Source: an optimization exercise on an open RTL-to-GDS flow (aim: small area, a short achievable clock period and few clock cycles per item). Production flows keep margins and buffers that such runs may drop. The RTL was checked by simulation tests, not by an equivalence proof against the original design. Power is estimated from default activity; no workload was simulated.

==> design.v <==
package aes_pkg;
    localparam int AES_ROUNDS = 14;
    typedef logic [127:0] aes_block_t;
    typedef logic [255:0] aes_key_t;
    typedef logic [15:0]  aes_keep_t;
    typedef logic [3:0]   aes_round_t;
    typedef enum logic [5:0] {
        ST_KEY_LO  = 6'b000001,
        ST_KEY_HI  = 6'b000010,
        ST_COUNTER = 6'b000100,
        ST_TEXT    = 6'b001000,
        ST_CIPHER  = 6'b010000,
        ST_OUTPUT  = 6'b100000
    } aes_ctr_state_e;
    typedef struct packed {
        aes_block_t data;   
        aes_keep_t  keep;
        logic       last;
    } axis_beat_t;
    typedef struct packed {
        logic key_lo_load;
        logic key_hi_load;
        logic counter_load;
        logic text_load;
        logic cipher_step;
        logic output_done;
    } aes_ctrl_t;
    function automatic logic [7:0] sub_byte(input logic [7:0] b);
        logic [7:0] r;
        case (b)
            8'h00: r = 8'h63; 8'h01: r = 8'h7c; 8'h02: r = 8'h77; 8'h03: r = 8'h7b;
            8'h04: r = 8'hf2; 8'h05: r = 8'h6b; 8'h06: r = 8'h6f; 8'h07: r = 8'hc5;
            8'h08: r = 8'h30; 8'h09: r = 8'h01; 8'h0a: r = 8'h67; 8'h0b: r = 8'h2b;
            8'h0c: r = 8'hfe; 8'h0d: r = 8'hd7; 8'h0e: r = 8'hab; 8'h0f: r = 8'h76;
            8'h10: r = 8'hca; 8'h11: r = 8'h82; 8'h12: r = 8'hc9; 8'h13: r = 8'h7d;
            8'h14: r = 8'hfa; 8'h15: r = 8'h59; 8'h16: r = 8'h47; 8'h17: r = 8'hf0;
            8'h18: r = 8'had; 8'h19: r = 8'hd4; 8'h1a: r = 8'ha2; 8'h1b: r = 8'haf;
            8'h1c: r = 8'h9c; 8'h1d: r = 8'ha4; 8'h1e: r = 8'h72; 8'h1f: r = 8'hc0;
            8'h20: r = 8'hb7; 8'h21: r = 8'hfd; 8'h22: r = 8'h93; 8'h23: r = 8'h26;
            8'h24: r = 8'h36; 8'h25: r = 8'h3f; 8'h26: r = 8'hf7; 8'h27: r = 8'hcc;
            8'h28: r = 8'h34; 8'h29: r = 8'ha5; 8'h2a: r = 8'he5; 8'h2b: r = 8'hf1;
            8'h2c: r = 8'h71; 8'h2d: r = 8'hd8; 8'h2e: r = 8'h31; 8'h2f: r = 8'h15;
            8'h30: r = 8'h04; 8'h31: r = 8'hc7; 8'h32: r = 8'h23; 8'h33: r = 8'hc3;
            8'h34: r = 8'h18; 8'h35: r = 8'h96; 8'h36: r = 8'h05; 8'h37: r = 8'h9a;
            8'h38: r = 8'h07; 8'h39: r = 8'h12; 8'h3a: r = 8'h80; 8'h3b: r = 8'he2;
            8'h3c: r = 8'heb; 8'h3d: r = 8'h27; 8'h3e: r = 8'hb2; 8'h3f: r = 8'h75;
            8'h40: r = 8'h09; 8'h41: r = 8'h83; 8'h42: r = 8'h2c; 8'h43: r = 8'h1a;
            8'h44: r = 8'h1b; 8'h45: r = 8'h6e; 8'h46: r = 8'h5a; 8'h47: r = 8'ha0;
            8'h48: r = 8'h52; 8'h49: r = 8'h3b; 8'h4a: r = 8'hd6; 8'h4b: r = 8'hb3;
            8'h4c: r = 8'h29; 8'h4d: r = 8'he3; 8'h4e: r = 8'h2f; 8'h4f: r = 8'h84;
            8'h50: r = 8'h53; 8'h51: r = 8'hd1; 8'h52: r = 8'h00; 8'h53: r = 8'hed;
            8'h54: r = 8'h20; 8'h55: r = 8'hfc; 8'h56: r = 8'hb1; 8'h57: r = 8'h5b;
            8'h58: r = 8'h6a; 8'h59: r = 8'hcb; 8'h5a: r = 8'hbe; 8'h5b: r = 8'h39;
            8'h5c: r = 8'h4a; 8'h5d: r = 8'h4c; 8'h5e: r = 8'h58; 8'h5f: r = 8'hcf;
            8'h60: r = 8'hd0; 8'h61: r = 8'hef; 8'h62: r = 8'haa; 8'h63: r = 8'hfb;
            8'h64: r = 8'h43; 8'h65: r = 8'h4d; 8'h66: r = 8'h33; 8'h67: r = 8'h85;
            8'h68: r = 8'h45; 8'h69: r = 8'hf9; 8'h6a: r = 8'h02; 8'h6b: r = 8'h7f;
            8'h6c: r = 8'h50; 8'h6d: r = 8'h3c; 8'h6e: r = 8'h9f; 8'h6f: r = 8'ha8;
            8'h70: r = 8'h51; 8'h71: r = 8'ha3; 8'h72: r = 8'h40; 8'h73: r = 8'h8f;
            8'h74: r = 8'h92; 8'h75: r = 8'h9d; 8'h76: r = 8'h38; 8'h77: r = 8'hf5;
            8'h78: r = 8'hbc; 8'h79: r = 8'hb6; 8'h7a: r = 8'hda; 8'h7b: r = 8'h21;
            8'h7c: r = 8'h10; 8'h7d: r = 8'hff; 8'h7e: r = 8'hf3; 8'h7f: r = 8'hd2;
            8'h80: r = 8'hcd; 8'h81: r = 8'h0c; 8'h82: r = 8'h13; 8'h83: r = 8'hec;
            8'h84: r = 8'h5f; 8'h85: r = 8'h97; 8'h86: r = 8'h44; 8'h87: r = 8'h17;
            8'h88: r = 8'hc4; 8'h89: r = 8'ha7; 8'h8a: r = 8'h7e; 8'h8b: r = 8'h3d;
            8'h8c: r = 8'h64; 8'h8d: r = 8'h5d; 8'h8e: r = 8'h19; 8'h8f: r = 8'h73;
            8'h90: r = 8'h60; 8'h91: r = 8'h81; 8'h92: r = 8'h4f; 8'h93: r = 8'hdc;
            8'h94: r = 8'h22; 8'h95: r = 8'h2a; 8'h96: r = 8'h90; 8'h97: r = 8'h88;
            8'h98: r = 8'h46; 8'h99: r = 8'hee; 8'h9a: r = 8'hb8; 8'h9b: r = 8'h14;
            8'h9c: r = 8'hde; 8'h9d: r = 8'h5e; 8'h9e: r = 8'h0b; 8'h9f: r = 8'hdb;
            8'ha0: r = 8'he0; 8'ha1: r = 8'h32; 8'ha2: r = 8'h3a; 8'ha3: r = 8'h0a;
            8'ha4: r = 8'h49; 8'ha5: r = 8'h06; 8'ha6: r = 8'h24; 8'ha7: r = 8'h5c;
            8'ha8: r = 8'hc2; 8'ha9: r = 8'hd3; 8'haa: r = 8'hac; 8'hab: r = 8'h62;
            8'hac: r = 8'h91; 8'had: r = 8'h95; 8'hae: r = 8'he4; 8'haf: r = 8'h79;
            8'hb0: r = 8'he7; 8'hb1: r = 8'hc8; 8'hb2: r = 8'h37; 8'hb3: r = 8'h6d;
            8'hb4: r = 8'h8d; 8'hb5: r = 8'hd5; 8'hb6: r = 8'h4e; 8'hb7: r = 8'ha9;
            8'hb8: r = 8'h6c; 8'hb9: r = 8'h56; 8'hba: r = 8'hf4; 8'hbb: r = 8'hea;
            8'hbc: r = 8'h65; 8'hbd: r = 8'h7a; 8'hbe: r = 8'hae; 8'hbf: r = 8'h08;
            8'hc0: r = 8'hba; 8'hc1: r = 8'h78; 8'hc2: r = 8'h25; 8'hc3: r = 8'h2e;
            8'hc4: r = 8'h1c; 8'hc5: r = 8'ha6; 8'hc6: r = 8'hb4; 8'hc7: r = 8'hc6;
            8'hc8: r = 8'he8; 8'hc9: r = 8'hdd; 8'hca: r = 8'h74; 8'hcb: r = 8'h1f;
            8'hcc: r = 8'h4b; 8'hcd: r = 8'hbd; 8'hce: r = 8'h8b; 8'hcf: r = 8'h8a;
            8'hd0: r = 8'h70; 8'hd1: r = 8'h3e; 8'hd2: r = 8'hb5; 8'hd3: r = 8'h66;
            8'hd4: r = 8'h48; 8'hd5: r = 8'h03; 8'hd6: r = 8'hf6; 8'hd7: r = 8'h0e;
            8'hd8: r = 8'h61; 8'hd9: r = 8'h35; 8'hda: r = 8'h57; 8'hdb: r = 8'hb9;
            8'hdc: r = 8'h86; 8'hdd: r = 8'hc1; 8'hde: r = 8'h1d; 8'hdf: r = 8'h9e;
            8'he0: r = 8'he1; 8'he1: r = 8'hf8; 8'he2: r = 8'h98; 8'he3: r = 8'h11;
            8'he4: r = 8'h69; 8'he5: r = 8'hd9; 8'he6: r = 8'h8e; 8'he7: r = 8'h94;
            8'he8: r = 8'h9b; 8'he9: r = 8'h1e; 8'hea: r = 8'h87; 8'heb: r = 8'he9;
            8'hec: r = 8'hce; 8'hed: r = 8'h55; 8'hee: r = 8'h28; 8'hef: r = 8'hdf;
            8'hf0: r = 8'h8c; 8'hf1: r = 8'ha1; 8'hf2: r = 8'h89; 8'hf3: r = 8'h0d;
            8'hf4: r = 8'hbf; 8'hf5: r = 8'he6; 8'hf6: r = 8'h42; 8'hf7: r = 8'h68;
            8'hf8: r = 8'h41; 8'hf9: r = 8'h99; 8'hfa: r = 8'h2d; 8'hfb: r = 8'h0f;
            8'hfc: r = 8'hb0; 8'hfd: r = 8'h54; 8'hfe: r = 8'hbb; 8'hff: r = 8'h16;
            default: r = 8'h00;
        endcase
        sub_byte = r;
    endfunction
    function automatic logic [7:0] xtime(input logic [7:0] b);
        xtime = {b[6:0], 1'b0} ^ (b[7] ? 8'h1b : 8'h00);
    endfunction
    function automatic logic [7:0] rcon(input aes_round_t idx);
        logic [7:0] r;
        r = 8'h01;
        for (int k = 2; k <= 7; k++) begin
            if (k <= int'(idx)) begin
                r = xtime(r);
            end
        end
        rcon = r;
    endfunction
endpackage
module aes_ctr_fsm (
    input  logic      Clk,
    input  logic      rst_n,
    input  logic      s_tvalid,
    input  logic      m_tready,
    input  logic      s_last,
    input  logic      round_last,
    output logic      s_tready,
    output logic      m_tvalid,
    output logic      round_enable,
    output aes_pkg::aes_ctrl_t ctrl
);
    aes_pkg::aes_ctr_state_e state;
    aes_pkg::aes_ctr_state_e next_state;
    logic           last_reg;   
    logic           s_fire;
    logic           m_fire;
    assign s_tready = (state == aes_pkg::ST_KEY_LO) | (state == aes_pkg::ST_KEY_HI) |
                      (state == aes_pkg::ST_COUNTER) | (state == aes_pkg::ST_TEXT);
    assign m_tvalid = (state == aes_pkg::ST_OUTPUT);
    assign s_fire   = s_tvalid & s_tready;
    assign m_fire   = m_tvalid & m_tready;
    always_ff @(posedge Clk) begin
        if (!rst_n) begin
            state <= aes_pkg::ST_KEY_LO;
        end else begin
            state <= next_state;
        end
    end
    always_comb begin
        next_state = state;
        case (state)
            aes_pkg::ST_KEY_LO:  if (s_fire) next_state = aes_pkg::ST_KEY_HI;
            aes_pkg::ST_KEY_HI:  if (s_fire) next_state = aes_pkg::ST_COUNTER;
            aes_pkg::ST_COUNTER: if (s_fire) next_state = aes_pkg::ST_TEXT;
            aes_pkg::ST_TEXT:    if (s_fire) next_state = aes_pkg::ST_CIPHER;
            aes_pkg::ST_CIPHER:  if (round_last) next_state = aes_pkg::ST_OUTPUT;
            aes_pkg::ST_OUTPUT: begin
                if (m_fire) begin
                    next_state = last_reg ? aes_pkg::ST_KEY_LO : aes_pkg::ST_TEXT;
                end
            end
            default:    next_state = aes_pkg::ST_KEY_LO;
        endcase
    end
    always_ff @(posedge Clk) begin
        if (!rst_n) begin
            last_reg <= 1'b0;
        end else if (ctrl.text_load) begin
            last_reg <= s_last;
        end
    end
    assign ctrl.key_lo_load  = (state == aes_pkg::ST_KEY_LO) & s_fire;
    assign ctrl.key_hi_load  = (state == aes_pkg::ST_KEY_HI) & s_fire;
    assign ctrl.counter_load = (state == aes_pkg::ST_COUNTER) & s_fire;
    assign ctrl.text_load    = (state == aes_pkg::ST_TEXT) & s_fire;
    assign ctrl.cipher_step  = (state == aes_pkg::ST_CIPHER);
    assign ctrl.output_done  = m_fire;
    assign round_enable = ctrl.text_load | ((state == aes_pkg::ST_CIPHER) & ~round_last);
endmodule
module aes_round_counter (
    input  logic       Clk,
    input  logic       rst_n,
    input  logic       round_enable,
    output aes_pkg::aes_round_t round_num,
    output logic       round_last
);
    always_ff @(posedge Clk) begin
        if (!rst_n) begin
            round_num <= '0;
        end else if (round_enable) begin
            round_num <= round_num + aes_pkg::aes_round_t'(1);
        end else begin
            round_num <= '0;   
        end
    end
    assign round_last = (round_num == aes_pkg::aes_round_t'(aes_pkg::AES_ROUNDS));
endmodule
module aes_key_schedule (
    input  aes_pkg::aes_round_t round_num,
    input  aes_pkg::aes_key_t   prev_keys,
    output aes_pkg::aes_block_t next_key
);
    logic [31:0] w_last;
    logic [31:0] w_sel;
    logic [31:0] w_sub;
    logic [31:0] w_temp;
    logic [31:0] w_old [4];
    logic [31:0] w_new [4];
    assign w_last = prev_keys[31:0];
    assign w_sel = round_num[0] ? w_last : {w_last[23:0], w_last[31:24]};
    always_comb begin
        for (int b = 0; b < 4; b++) begin
            w_sub[8*b +: 8] = aes_pkg::sub_byte(w_sel[8*b +: 8]);
        end
    end
    assign w_temp = round_num[0] ? w_sub : w_sub ^ {aes_pkg::rcon(round_num >> 1), 24'h000000};
    always_comb begin
        for (int i = 0; i < 4; i++) begin
            w_old[i] = prev_keys[255 - 32*i -: 32];   
        end
        w_new[0] = w_old[0] ^ w_temp;
        for (int i = 1; i < 4; i++) begin
            w_new[i] = w_old[i] ^ w_new[i-1];
        end
    end
    assign next_key = {w_new[0], w_new[1], w_new[2], w_new[3]};
endmodule
module aes_round (
    input  logic       last,
    input  aes_pkg::aes_block_t round_key,
    input  aes_pkg::aes_block_t state_in,
    output aes_pkg::aes_block_t state_out
);
    logic [7:0] sb [16];
    logic [7:0] sr [16];
    logic [7:0] mc [16];
    always_comb begin
        for (int k = 0; k < 16; k++) begin
            sb[k] = aes_pkg::sub_byte(state_in[127 - 8*k -: 8]);
        end
        for (int c = 0; c < 4; c++) begin
            for (int r = 0; r < 4; r++) begin
                sr[4*c + r] = sb[4*((c + r) % 4) + r];   
            end
        end
    end
    always_comb begin
        logic [7:0] a [4];
        for (int c = 0; c < 4; c++) begin
            for (int r = 0; r < 4; r++) begin
                a[r] = sr[4*c + r];
            end
            mc[4*c]     = aes_pkg::xtime(a[0]) ^ aes_pkg::xtime(a[1]) ^ a[1] ^ a[2] ^ a[3];
            mc[4*c + 1] = a[0] ^ aes_pkg::xtime(a[1]) ^ aes_pkg::xtime(a[2]) ^ a[2] ^ a[3];
            mc[4*c + 2] = a[0] ^ a[1] ^ aes_pkg::xtime(a[2]) ^ aes_pkg::xtime(a[3]) ^ a[3];
            mc[4*c + 3] = aes_pkg::xtime(a[0]) ^ a[0] ^ a[1] ^ a[2] ^ aes_pkg::xtime(a[3]);
        end
    end
    always_comb begin
        for (int k = 0; k < 16; k++) begin
            state_out[127 - 8*k -: 8] = (last ? sr[k] : mc[k]) ^ round_key[127 - 8*k -: 8];
        end
    end
endmodule
module aes_ctr_datapath (
    input  logic       Clk,
    input  logic       rst_n,
    input  aes_pkg::aes_ctrl_t  ctrl,
    input  aes_pkg::aes_round_t round_num,
    input  aes_pkg::axis_beat_t s_beat,
    output aes_pkg::axis_beat_t m_beat
);
    aes_pkg::aes_key_t   key_reg;       
    aes_pkg::aes_key_t   key_pair;      
    aes_pkg::aes_block_t counter_reg;
    aes_pkg::aes_block_t text_reg;
    aes_pkg::aes_block_t state_reg;
    aes_pkg::aes_keep_t  keep_reg;
    logic       last_reg;
    logic       first_round;
    logic       final_round;
    aes_pkg::aes_block_t next_key;
    aes_pkg::aes_block_t round_key;
    aes_pkg::aes_block_t round_in;
    aes_pkg::aes_block_t round_out;
    assign first_round = (round_num == aes_pkg::aes_round_t'(1));
    assign final_round = (round_num == aes_pkg::aes_round_t'(aes_pkg::AES_ROUNDS));
    assign round_key = first_round ? key_reg[127:0] : next_key;
    assign round_in  = first_round ? (counter_reg ^ key_reg[255:128]) : state_reg;
    always_ff @(posedge Clk) begin
        if (!rst_n) begin
            key_reg <= '0;
        end else if (ctrl.key_lo_load) begin
            key_reg[255:128] <= s_beat.data;
        end else if (ctrl.key_hi_load) begin
            key_reg[127:0] <= s_beat.data;
        end
    end
    always_ff @(posedge Clk) begin
        if (!rst_n) begin
            key_pair <= '0;
        end else if (ctrl.text_load) begin
            key_pair <= key_reg;
        end else if (ctrl.cipher_step && !first_round) begin
            key_pair <= {key_pair[127:0], next_key};
        end
    end
    always_ff @(posedge Clk) begin
        if (!rst_n) begin
            counter_reg <= '0;
        end else if (ctrl.counter_load) begin
            counter_reg <= s_beat.data;
        end else if (ctrl.output_done) begin
            counter_reg <= counter_reg + 128'd1;   
        end
    end
    always_ff @(posedge Clk) begin
        if (!rst_n) begin
            text_reg <= '0;
            keep_reg <= '0;
            last_reg <= 1'b0;
        end else if (ctrl.text_load) begin
            text_reg <= s_beat.data;
            keep_reg <= s_beat.keep;
            last_reg <= s_beat.last;
        end
    end
    always_ff @(posedge Clk) begin
        if (!rst_n) begin
            state_reg <= '0;
        end else if (ctrl.cipher_step) begin
            state_reg <= round_out;
        end
    end
    aes_key_schedule u_key_schedule (
        .round_num (round_num),
        .prev_keys (key_pair),
        .next_key  (next_key)
    );
    aes_round u_round (
        .last      (final_round),
        .round_key (round_key),
        .state_in  (round_in),
        .state_out (round_out)
    );
    assign m_beat.data = text_reg ^ state_reg;
    assign m_beat.keep = keep_reg;
    assign m_beat.last = last_reg;
endmodule
module aes_ctr_top (
    input  logic         Clk,
    input  logic         rst_n,
    input  logic         s_tvalid,
    output logic         s_tready,
    input  logic [127:0] s_tdata,
    input  logic [15:0]  s_tkeep,
    input  logic         s_tlast,
    output logic         m_tvalid,
    input  logic         m_tready,
    output logic [127:0] m_tdata,
    output logic [15:0]  m_tkeep,
    output logic         m_tlast
);
    aes_pkg::aes_ctrl_t  ctrl;
    aes_pkg::aes_round_t round_num;
    logic       round_enable;
    logic       round_last;
    aes_pkg::axis_beat_t s_beat;
    aes_pkg::axis_beat_t m_beat;
    assign s_beat.data = s_tdata;
    assign s_beat.keep = s_tkeep;
    assign s_beat.last = s_tlast;
    assign m_tdata = m_beat.data;
    assign m_tkeep = m_beat.keep;
    assign m_tlast = m_beat.last;
    aes_ctr_fsm u_fsm (
        .Clk          (Clk),
        .rst_n        (rst_n),
        .s_tvalid     (s_tvalid),
        .m_tready     (m_tready),
        .s_last       (s_beat.last),
        .round_last   (round_last),
        .s_tready     (s_tready),
        .m_tvalid     (m_tvalid),
        .round_enable (round_enable),
        .ctrl         (ctrl)
    );
    aes_round_counter u_round_counter (
        .Clk          (Clk),
        .rst_n        (rst_n),
        .round_enable (round_enable),
        .round_num    (round_num),
        .round_last   (round_last)
    );
    aes_ctr_datapath u_datapath (
        .Clk       (Clk),
        .rst_n     (rst_n),
        .ctrl      (ctrl),
        .round_num (round_num),
        .s_beat    (s_beat),
        .m_beat    (m_beat)
    );
endmodule
==> run.sh <==
#!/bin/bash
# synth_recipe.tcl (not shown) runs the flow's synth.tcl, then flattens the netlist and writes it again
# the make line also repeats each setting of config.mk as NAME=value (left out here)
make -C /OpenROAD-flow-scripts/flow DESIGN_CONFIG=/design/flow/config.mk WORK_HOME=/design/flow/orfs CLKGATE_MAP_FILE= SYNTH_SCRIPT=/design/flow/synth_recipe.tcl finish
==> config.mk <==
export PLATFORM = sky130hd
export DESIGN_NAME = aes_ctr_top
export DESIGN_NICKNAME = aes_ctr_top
export VERILOG_FILES = /design/flow/design.v
export SDC_FILE = /design/flow/constraint.sdc
export NUM_CORES = 4
export LEC_CHECK = 0
export CAP_MARGIN = 20
export CELL_PAD_IN_SITES_DETAIL_PLACEMENT = 2
export CELL_PAD_IN_SITES_GLOBAL_PLACEMENT = 2
export CORE_MARGIN = 2
export CORE_UTILIZATION = 22
export PLACE_DENSITY = 0.35
export SLEW_MARGIN = 20
==> constraint.sdc <==
create_clock -name core_clock -period 9.0 [get_ports {Clk}]
set_input_delay 1.8000 -clock core_clock [delete_from_list [all_inputs] [get_ports {Clk}]]
set_output_delay 1.8000 -clock core_clock [all_outputs]
set_load 0.01 [all_outputs]
==> results.txt <==
top fanout value on the critical path 39; H-tree levels 4; gr ovfl total 0; WL met2 431000 um; fmax 0.129 GHz; Via density 6.22; sequential area share after synthesis 15.5%; CP arrival 8540 ps; Reg2Reg Launch Point u_round_counter.round_num[1]; Reg clk slew, reported paths 60 ps; Chip Width 739 um; period utilization 86.0%; Starting Density 22.1%; Synth cell types 122; fin crit period 7740 ps; initial antenna violation count 68; Worst Path Class, Setup reg2reg; dpl ws 1110 ps; setup repair bufs after CTS 0; DP HPWL 726000 um; hold slack final 456 ps; Yosys warnings 11; register area 0.0185 sq mm; DRT Pass-1 Iters 6; clock sinks 923; Worst Setup Start Kind register; CORE AREA 0.538 sq mm; share of cells above drive strength 1 9.25%; Root Buffer clkbuf_16; Avg WL per Cell 40.0 um; Worst R2R Path Depth 19; Cell Area, Synth 0.119 sq mm; I/O pin count 296; total number of vias 152069; Main synth FF type dfxtp_1; # port buffers 295; Hold WC Path Type reg2reg; average size of a mapped cell 6.71 sq um; Critical Path RT 9800 ps; DRT met1 WL 453000 um; cts-stage hold buffer count 0; initial DRC count 15271; Final setup viols 0; unrepaired setup endpoints after global routing no; Num CTS Buffers 149; WL final 978000 um; crit path capture type register; power per cell area 93.5 mW/mm^2; highest metal used met5; DRC errors left 0; PnR worst setup slack 1260 ps; Rel. slew slack 11.0%; Slew @ Worst Pin 1330 ps; most common cell after layout, fill and taps aside nand2_1; Post-DRT Antenna Nets 0; Total Routing Usage GR 34.0%; routability cong. 0.933; post_cts resized 0; commonest cells after routing, fill and taps aside nand2_1 (2666), a21oi_1 (1977), nor2_1 (1441), o21ai_0 (1202), dfxtp_1 (914); Max VDD drop 128 uV; hold path startpoint u_datapath.keep_reg[10]; Final Hold Vio Count 0; WHS Path Cells 2; WL met3 51000 um; Net Count, Synth 18112; status timing/DRC/antenna clean; max cap viols 0; first-pass GRT wire length 1350000 um; worst skew pair latency 930 ps; Final #Nets 17524; R2R Path End u_datapath.state_reg[65]; CTS tree yes; EDFF count, synth 0; Cells after Synth 17720; Rows 269; vias in the first global route 151889; clk_skew 102 ps; Area growth syn-to-layout 14.4%; die height 739 um; Bufs on Longest Clock Path 4; largest net degree at the start of global routing 165; fillers 63741; Synth Register Bits 923; setup TNS 0 ps; Leakage 45.9 nW; die area 0.546 sq mm; multi-input logic area 0.0931 sq mm; r2r setup slk 1260 ps; max-slew violations 0; worst hold endpoint u_datapath.keep_reg[10]; asr flop ratio synth 0%
[synthesized netlist by cell type, types with 79 or more instances]
library cell | instances | area (sq um)
a31oi_1 | 348 | 2180
mux2_2 | 126 | 1420
ha_1 | 243 | 3040
nor2_1 | 1452 | 5450
o22ai_1 | 203 | 1270
nand2_1 | 2675 | 10000
xor2_1 | 503 | 4410
a211oi_1 | 370 | 2780
nand4_1 | 137 | 857
o2111ai_1 | 93 | 815
clkbuf_1 | 998 | 3750
o311ai_0 | 196 | 1720
or3_1 | 83 | 519
and3_1 | 92 | 576
a311oi_1 | 204 | 1790
a22oi_1 | 332 | 2490
buf_1 | 187 | 702
xnor2_1 | 523 | 4580
o21ai_0 | 1205 | 6030
mux2i_1 | 411 | 4110
nor4_1 | 100 | 626
dfxtp_1 | 923 | 18500
a21oi_1 | 1981 | 9910
a221oi_1 | 241 | 2110
a21o_1 | 79 | 593
nor3_1 | 531 | 2660
o221ai_1 | 185 | 1620
inv_1 | 122 | 458
buf_2 | 606 | 3030
nand3_1 | 535 | 2680
o211ai_1 | 367 | 2760
o31ai_1 | 123 | 923
a2111oi_0 | 104 | 911
[where the power goes]
part	total [mW]	internal, mW	switching, mW
Sequential	4.33	4.18	0.146
Combinational	2.08	0.628	1.45
Clock	6.30	3.72	2.59
[through the flow]
stage / power [mW] / area (sq um) / std cells / utilization (%)
2_1_floorplan: 5.39 / 119000 / 17720 / -
3_3_place_gp: 6.48 / 131000 / 24161 / 24.3
3_5_place_dp: 6.48 / 131000 / 24162 / 24.4
4_1_cts: 12.9 / 136000 / 24425 / 25.3
5_1_grt: 13.1 / 136000 / 24430 / 25.3
6_report: 12.7 / 136000 / 24450 / 25.3
[metal layers]
layer / track usage (%) / vias up
li1: - / 65281
met1: 47.6 / 80153
met2: 53.3 / 5512
met3: 3.77 / 1104
met4: 12.7 / 19
met5: 0 / -
[worst max-delay path, stage by stage (launching register included)]
cell	delay, ps
dfxtp_1	410
inv_1	210
ha_1	560
nor3b_4	400
buf_12	200
buf_12	280
mux2_2	640
inv_2	490
ha_1	850
nand2_1	410
and3_1	310
o32ai_1	240
o211ai_1	160
a311oi_4	1020
xnor2_1	160
xnor2_1	190
xnor2_1	360
xnor2_1	160
or3_1	320
a31oi_1	160
[worst max-delay path by stage]
stage,from,end
final,u_round_counter.round_num[1],u_datapath.state_reg[65]
after detailed placement,u_round_counter.round_num[0],u_datapath.state_reg[4]
after floorplan,u_round_counter.round_num[1],u_datapath.state_reg[51]
after CTS,u_round_counter.round_num[0],u_datapath.state_reg[4]
after global routing,u_round_counter.round_num[1],u_datapath.state_reg[65]
after global placement,u_round_counter.round_num[0],u_datapath.state_reg[4]
[cell type report]
class	count	share of cell area, %
Inverter	159	0.444
Timing Repair Buffer	1150	7.21
Antenna cell	25	0.0460
Sequential cell	923	13.6
Clock inverter	49	0.493
Clock buffer	214	3.18
Multi-Input combinational cell	14749	68.4
Tap cell	7181	6.61
[cells by family after synthesis]
family | share of synthesized area [%]
compound gates | 38.2
flops | 15.5
mux | 5.50
fa+ha+maj | 2.56
buf+inv | 7.50
xor+xnor | 8.66
simple gates | 22.0
Testbench counts, summed over its fixed seeds: cycles 20,128, items 1,222.

[static timing again, ports no longer ideal]
The flow's constraints put no driver on any port. The routed layout listed below was extracted and timed again, unchanged, in two steps.
Step 1 sets driving cells, clkbuf_16 on the clock port and buf_2 on the other inputs (assumed; they add their load-dependent delay and slew).
Step 2 times the ports against the registers' clock, not the clock port: input delays grow and output delays shrink by t, the midpoint of the rising clock arrivals with the driver on.
Three values: ideal, step 1, step 2; two values: the first two.
shift t [ns]: 0.988
slack for setup (ns): 1.256 / 1.256 / 1.256
latest minus earliest clock arrival (ns): 0.110 / 0.111
pins driven straight from the clock port: 1
After both steps setup and hold are still met in this run. The setup slack of this run moves by 0.000 ns with the drivers and by 0.000 ns with both steps.
